Source: an optimization exercise on an open RTL-to-GDS flow (aim: small area and a short achievable clock period). Production flows keep margins and buffers that such runs may drop. The RTL was checked by simulation tests, not by an equivalence proof against the original design. Power and IR drop assume default switching activity.

Setup of job 101:
==> module regfile, before the edit <==
module regfile (
	input logic clk,
	input logic arst_n,
	input proc_pkg::reg_idx_t ra_idx,
	input proc_pkg::reg_idx_t rb_idx,
	output proc_pkg::word_t ra_data,
	output proc_pkg::word_t rb_data,
	input logic wr_en,
	input proc_pkg::reg_idx_t wr_idx,
	input proc_pkg::word_t wr_data
);
	proc_pkg::word_t regs_n [16];
	logic [16-1:0] valid;
	always_ff @(posedge clk) begin
		for (int i = 1; i < 16; i++) begin
			if (wr_en && (wr_idx == i)) begin
				regs_n[i] <= ~wr_data;
			end
		end
	end
	always_ff @(posedge clk or negedge arst_n) begin
		if (!arst_n) begin
			valid <= '0;
		end else begin
			for (int i = 1; i < 16; i++) begin
				if (wr_en && (wr_idx == i)) begin
					valid[i] <= 1'b1;
				end
			end
		end
	end
	logic [16-1:0] sel_a;
	logic [16-1:0] sel_b;
	always_comb begin
		ra_data = '0;
		rb_data = '0;
		for (int i = 1; i < 16; i++) begin
			sel_a[i] = valid[i] && (ra_idx == i);
			sel_b[i] = valid[i] && (rb_idx == i);
			ra_data = ra_data | (~regs_n[i] & {32{sel_a[i]}});
			rb_data = rb_data | (~regs_n[i] & {32{sel_b[i]}});
		end
		sel_a[0] = 1'b0;
		sel_b[0] = 1'b0;
	end
endmodule
==> module prog_mem, before the edit <==
module prog_mem (
	input logic clk,
	input logic host_we,
	input logic [$clog2(16)-1:0] host_addr,
	input proc_pkg::word_t host_wdata,
	output proc_pkg::word_t host_rdata,
	input logic [$clog2(16)-1:0] core_addr,
	output proc_pkg::word_t core_rdata,
	output proc_pkg::word_t word0,
	output proc_pkg::word_t word1
);
	proc_pkg::word_t mem_n [16];
	always_ff @(posedge clk) begin
		if (host_we) begin
			mem_n[host_addr] <= ~host_wdata;
		end
	end
	always_comb begin
		host_rdata = '0;
		core_rdata = '0;
		for (int i = 0; i < 16; i++) begin
			host_rdata = host_rdata | (~mem_n[i] & {32{host_addr == i}});
			core_rdata = core_rdata | (~mem_n[i] & {32{core_addr == i}});
		end
	end
	assign word0 = ~mem_n[0];
	assign word1 = ~mem_n[1];
endmodule
clock: 8.0 ns
lec_check: 0
abc_area: 1
cap_margin: 20
core_margin: 2
core_utilization: 60
cts_buf_list: sky130_fd_sc_hd__clkbuf_16
cts_cluster_diameter: 100
cts_cluster_size: 25
setup_slack_margin: 5.0
slew_margin: 20
standard.sh (not shown) runs the stock make flow with config.mk's settings and CLKGATE_MAP_FILE= SYNTH_SCRIPT=/design/flow/synth_recipe.tcl, a recipe that flattens the netlist after the stock synthesis.
==> flow/flow/run.sh <==
#!/bin/bash
set -euo pipefail
export BUFFER_PORTS_ARGS="-buffer_cell sky130_fd_sc_hd__buf_1"
bash standard.sh finish > standard.log 2>&1
Inputs modified between job 101 and job 102:
diff --git a/flow/design.v b/flow/design.v
--- a/flow/design.v
+++ b/flow/design.v
@@ -52,10 +52,10 @@
 	input proc_pkg::word_t wr_data
 );
-	proc_pkg::word_t regs_n [16];
+	proc_pkg::word_t regs [16];
 	logic [16-1:0] valid;
 	always_ff @(posedge clk) begin
 		for (int i = 1; i < 16; i++) begin
 			if (wr_en && (wr_idx == i)) begin
-				regs_n[i] <= ~wr_data;
+				regs[i] <= wr_data;
 			end
 		end
@@ -80,6 +80,6 @@
 			sel_a[i] = valid[i] && (ra_idx == i);
 			sel_b[i] = valid[i] && (rb_idx == i);
-			ra_data = ra_data | (~regs_n[i] & {32{sel_a[i]}});
-			rb_data = rb_data | (~regs_n[i] & {32{sel_b[i]}});
+			ra_data = ra_data | (regs[i] & {32{sel_a[i]}});
+			rb_data = rb_data | (regs[i] & {32{sel_b[i]}});
 		end
 		sel_a[0] = 1'b0;
@@ -141,8 +141,8 @@
 	output proc_pkg::word_t word1
 );
-	proc_pkg::word_t mem_n [16];
+	proc_pkg::word_t mem [16];
 	always_ff @(posedge clk) begin
 		if (host_we) begin
-			mem_n[host_addr] <= ~host_wdata;
+			mem[host_addr] <= host_wdata;
 		end
 	end
@@ -151,10 +151,10 @@
 		core_rdata = '0;
 		for (int i = 0; i < 16; i++) begin
-			host_rdata = host_rdata | (~mem_n[i] & {32{host_addr == i}});
-			core_rdata = core_rdata | (~mem_n[i] & {32{core_addr == i}});
+			host_rdata = host_rdata | (mem[i] & {32{host_addr == i}});
+			core_rdata = core_rdata | (mem[i] & {32{core_addr == i}});
 		end
 	end
-	assign word0 = ~mem_n[0];
-	assign word1 = ~mem_n[1];
+	assign word0 = mem[0];
+	assign word1 = mem[1];
 endmodule
 `timescale 1ns/1ps
Results
Relative to job 101, the achievable frequency of job 102 is higher by about 2.7%.
From job 101 to job 102 the numbers moved as follows: critical path's largest stage delay fell by 0.15 ns, full die area rose by about 3.4%, initial standard-cell utilization of the core roughly the same.
Comparing job 101 and job 102, the higher worst-skew pair later-pin latency is on job 102.
Job 102 vs. job 101: number of nets in the layout went up by 645.
Delta (job 102 minus job 101): clock group share of total power moved down, switching share of total power went up, sequential share of layout area down 2.6 points.


processor_top again, from the RTL that the note above started with.
Design processor_top, start of the top module:
module processor_top (
	input logic clk,
	input logic arst_n,
	input logic psel,
	input logic penable,
	input logic pwrite,
	input logic [7:0] paddr,
	input proc_pkg::word_t pwdata,
	output proc_pkg::word_t prdata,
	output logic pready,
	output logic pslverr,
	output proc_pkg::word_t result,
	output logic result_valid
);
	localparam int PC_W = $clog2(16);
	logic start;
	logic busy;
	logic halted;
	logic [PC_W-1:0] pc;
	logic busy_nx;
	logic halted_nx;
	logic [PC_W-1:0] pc_nx;
	proc_pkg::reg_idx_t rf_ra_idx;
	proc_pkg::reg_idx_t rf_rb_idx;
	proc_pkg::word_t rf_ra_data;
	proc_pkg::word_t rf_rb_data;
	logic rf_wr_en;
	proc_pkg::reg_idx_t rf_wr_idx;
	proc_pkg::word_t rf_wr_data;
	logic prog_host_we;
	logic [PC_W-1:0] prog_host_addr;
	proc_pkg::word_t prog_host_wdata;
	proc_pkg::word_t prog_host_rdata;
	logic [PC_W-1:0] prog_core_addr;
	proc_pkg::word_t prog_core_rdata;
	proc_pkg::word_t prog_word0;
	proc_pkg::word_t prog_word1;
	apb_host_regs u_apb_host_regs (
		.clk(clk),
		.psel(psel),
		.penable(penable),
		.pwrite(pwrite),
		.paddr(paddr),
		.pwdata(pwdata),
		.prdata(prdata),
		.pready(pready),
		.pslverr(pslverr),
		.prog_host_we(prog_host_we),
		.prog_host_addr(prog_host_addr),
		.prog_host_wdata(prog_host_wdata),
		.prog_host_rdata(prog_host_rdata),
		.start(start),
		.busy(busy),
		.busy_nx(busy_nx),
		.halted_nx(halted_nx),
		.pc_nx(pc_nx),
		.result(result)
	);
	prog_mem u_prog_mem (
		.clk(clk),
		.host_we(prog_host_we),
  ...
==> module proc_core, before the edit <==
module proc_core (
	input logic clk,
	input logic arst_n,
	input logic start,
	output logic [$clog2(16)-1:0] prog_core_addr,
	input proc_pkg::word_t prog_core_rdata,
	input proc_pkg::word_t prog_word0,
	input proc_pkg::word_t prog_word1,
	input logic access,
	output proc_pkg::reg_idx_t rf_ra_idx,
	output proc_pkg::reg_idx_t rf_rb_idx,
	input proc_pkg::word_t rf_ra_data,
	input proc_pkg::word_t rf_rb_data,
	output logic rf_wr_en,
	output proc_pkg::reg_idx_t rf_wr_idx,
	output proc_pkg::word_t rf_wr_data,
	output logic busy,
	output logic halted,
	output logic [$clog2(16)-1:0] pc,
	output logic busy_nx,
	output logic halted_nx,
	output logic [$clog2(16)-1:0] pc_nx,
	output proc_pkg::word_t result,
	output logic result_valid
);
	localparam int PC_W = $clog2(16);
	proc_pkg::word_t nir;
	logic [3:0] ex_op;
	proc_pkg::reg_idx_t ex_rd;
	proc_pkg::word_t ex_a;
	proc_pkg::word_t ex_b;
	logic ex_sub;
	proc_pkg::word_t src;
	logic [3:0] src_op;
	logic is_arith;
	logic is_out;
	logic is_halt;
	logic [1:0] sel;
	logic fwd_a;
	logic fwd_b;
	proc_pkg::word_t opa;
	proc_pkg::word_t opb;
	logic [PC_W-1:0] pc_inc;
	assign is_arith = (ex_op >= 4'd1) && (ex_op <= 4'd6);
	assign is_out = (ex_op == 4'd15);
	assign is_halt = (ex_op == 4'd13);
	always_comb begin
		case (ex_op[2:0])
			3'd4: sel = 2'd1;
			3'd5: sel = 2'd2;
			3'd6: sel = 2'd3;
			default: sel = 2'd0;
		endcase
	end
	alu u_alu (
		.cin(ex_sub),
		.sel(sel),
		.a(ex_a),
		.b(ex_b),
		.y(rf_wr_data)
	);
	assign rf_wr_idx = ex_rd;
	assign rf_wr_en = busy && is_arith;
	assign src = nir;
	assign src_op = src[31:28];
	assign rf_ra_idx = src[27:24];
	assign rf_rb_idx = src[23:20];
	assign fwd_a = rf_wr_en && (ex_rd == src[27:24]) && (ex_rd != '0);
	assign fwd_b = rf_wr_en && (ex_rd == src[23:20]) && (ex_rd != '0);
	assign opa = fwd_a ? rf_wr_data : rf_ra_data;
	assign opb = fwd_b ? rf_wr_data : rf_rb_data;
	assign pc_inc = pc + 1'b1;
	assign busy_nx = busy && !is_halt;
	assign halted_nx = halted || (busy && is_halt);
	assign pc_nx = busy_nx ? pc_inc : pc;
	assign prog_core_addr = PC_W'(pc + 2'd2);
	always_ff @(posedge clk) begin
		if (busy_nx) begin
			nir <= prog_core_rdata;
		end else if (access) begin
			nir <= prog_word1;
		end else begin
			nir <= prog_word0;
		end
		ex_op <= src_op;
		ex_rd <= src[19:16];
		ex_a <= opa;
		if (src_op == 4'd1) begin
			ex_b <= {16'b0, src[15:0]};
		end else if (src_op == 4'd3) begin
			ex_b <= ~opb;
		end else begin
			ex_b <= opb;
		end
		ex_sub <= (src_op == 4'd3);
	end
	always_ff @(posedge clk or negedge arst_n) begin
		if (!arst_n) begin
			busy <= 1'b0;
			halted <= 1'b0;
			pc <= '0;
			result <= '0;
			result_valid <= 1'b0;
		end else begin
			result_valid <= busy && is_out;
			if (busy && is_out) begin
				result <= ex_a;
			end
			if (busy) begin
				busy <= busy_nx;
				halted <= halted_nx;
				pc <= pc_nx;
			end else if (start) begin
				busy <= 1'b1;
				halted <= 1'b0;
				pc <= '0;
			end
		end
	end
endmodule
clock: 8.0 ns
lec_check: 0
abc_area: 1
cap_margin: 20
core_margin: 2
core_utilization: 45
cts_buf_list: sky130_fd_sc_hd__clkbuf_16
cts_cluster_diameter: 100
cts_cluster_size: 25
setup_slack_margin: 5.0
slew_margin: 20
Scripts as last shown in full above: flow/flow/run.sh
Change:
--- a/flow/design.v
+++ b/flow/design.v
@@ -188,7 +188,7 @@
 	logic [3:0] ex_op;
 	proc_pkg::reg_idx_t ex_rd;
 	proc_pkg::word_t ex_a;
-	proc_pkg::word_t ex_b;
+	proc_pkg::word_t ex_b_n;
 	logic ex_sub;
 	proc_pkg::word_t src;
 	logic [3:0] src_op;
@@ -216,7 +216,7 @@
 		.cin(ex_sub),
 		.sel(sel),
 		.a(ex_a),
-		.b(ex_b),
+		.b(~ex_b_n),
 		.y(rf_wr_data)
 	);
 	assign rf_wr_idx = ex_rd;
@@ -246,11 +246,11 @@
 		ex_rd <= src[19:16];
 		ex_a <= opa;
 		if (src_op == 4'd1) begin
-			ex_b <= {16'b0, src[15:0]};
+			ex_b_n <= ~{16'b0, src[15:0]};
 		end else if (src_op == 4'd3) begin
-			ex_b <= ~opb;
+			ex_b_n <= opb;
 		end else begin
-			ex_b <= opb;
+			ex_b_n <= ~opb;
 		end
 		ex_sub <= (src_op == 4'd3);
 	end
The new run went through all stages and came out clean.
Utilization drops by 0.52 points.
Final cell count is about the same.
Worst setup slack improves by 0.013 ns.
Global-route usage fell by 1.3 points.
Cell area goes down by about 1.3%.
Clock-buffer cell count is lower by 2.
Routed wire length drops by 4.1%.
Synthesized cell count is higher by 0.39%.
Via count goes down by about 1.8%.
Synthesized area is lower by about 0.5%.
Register-to-register slack gets better by 0.02 ns.
Clock skew goes down by 0.017 ns.
Hold slack loses 0.0031 ns.

[what the ideal ports hide]
How much do the figures lean on ideal ports? The routed layouts below were timed once more, with nothing changed but the port constraints. Step 1: set_driving_cell puts a clkbuf_16 on clk and a buf_2 on each other input, an assumption about the parent block. Step 2, shift: input delay + t, output delay - t, t = (earliest + latest rising clock arrival at the registers) / 2. This alone moves slack from input paths to output paths. Slacks: ideal ports / drivers / drivers and shift; pairs: ideal ports / drivers.
| run | shift t [ns] | setup slack, ns | worst register clock-pin slew, ns |
|---|---|---|---|
| job 101 | 0.742 | 4.813 / 4.813 / 4.260 | 0.11 / 0.11 |
| job 102 | 0.781 | 4.896 / 4.893 / 4.280 | 0.11 / 0.11 |
| the first run of note 2 | 0.792 | 4.975 / 4.902 / 4.237 | 0.11 / 0.11 |
| the second run of note 2 | 0.764 | 4.988 / 4.914 / 4.286 | 0.11 / 0.11 |
After both steps setup and hold are still met in every run listed. For the first run of note 2, which loses most, drivers alone change the setup slack by -0.073 ns; drivers and shift together by -0.738 ns.
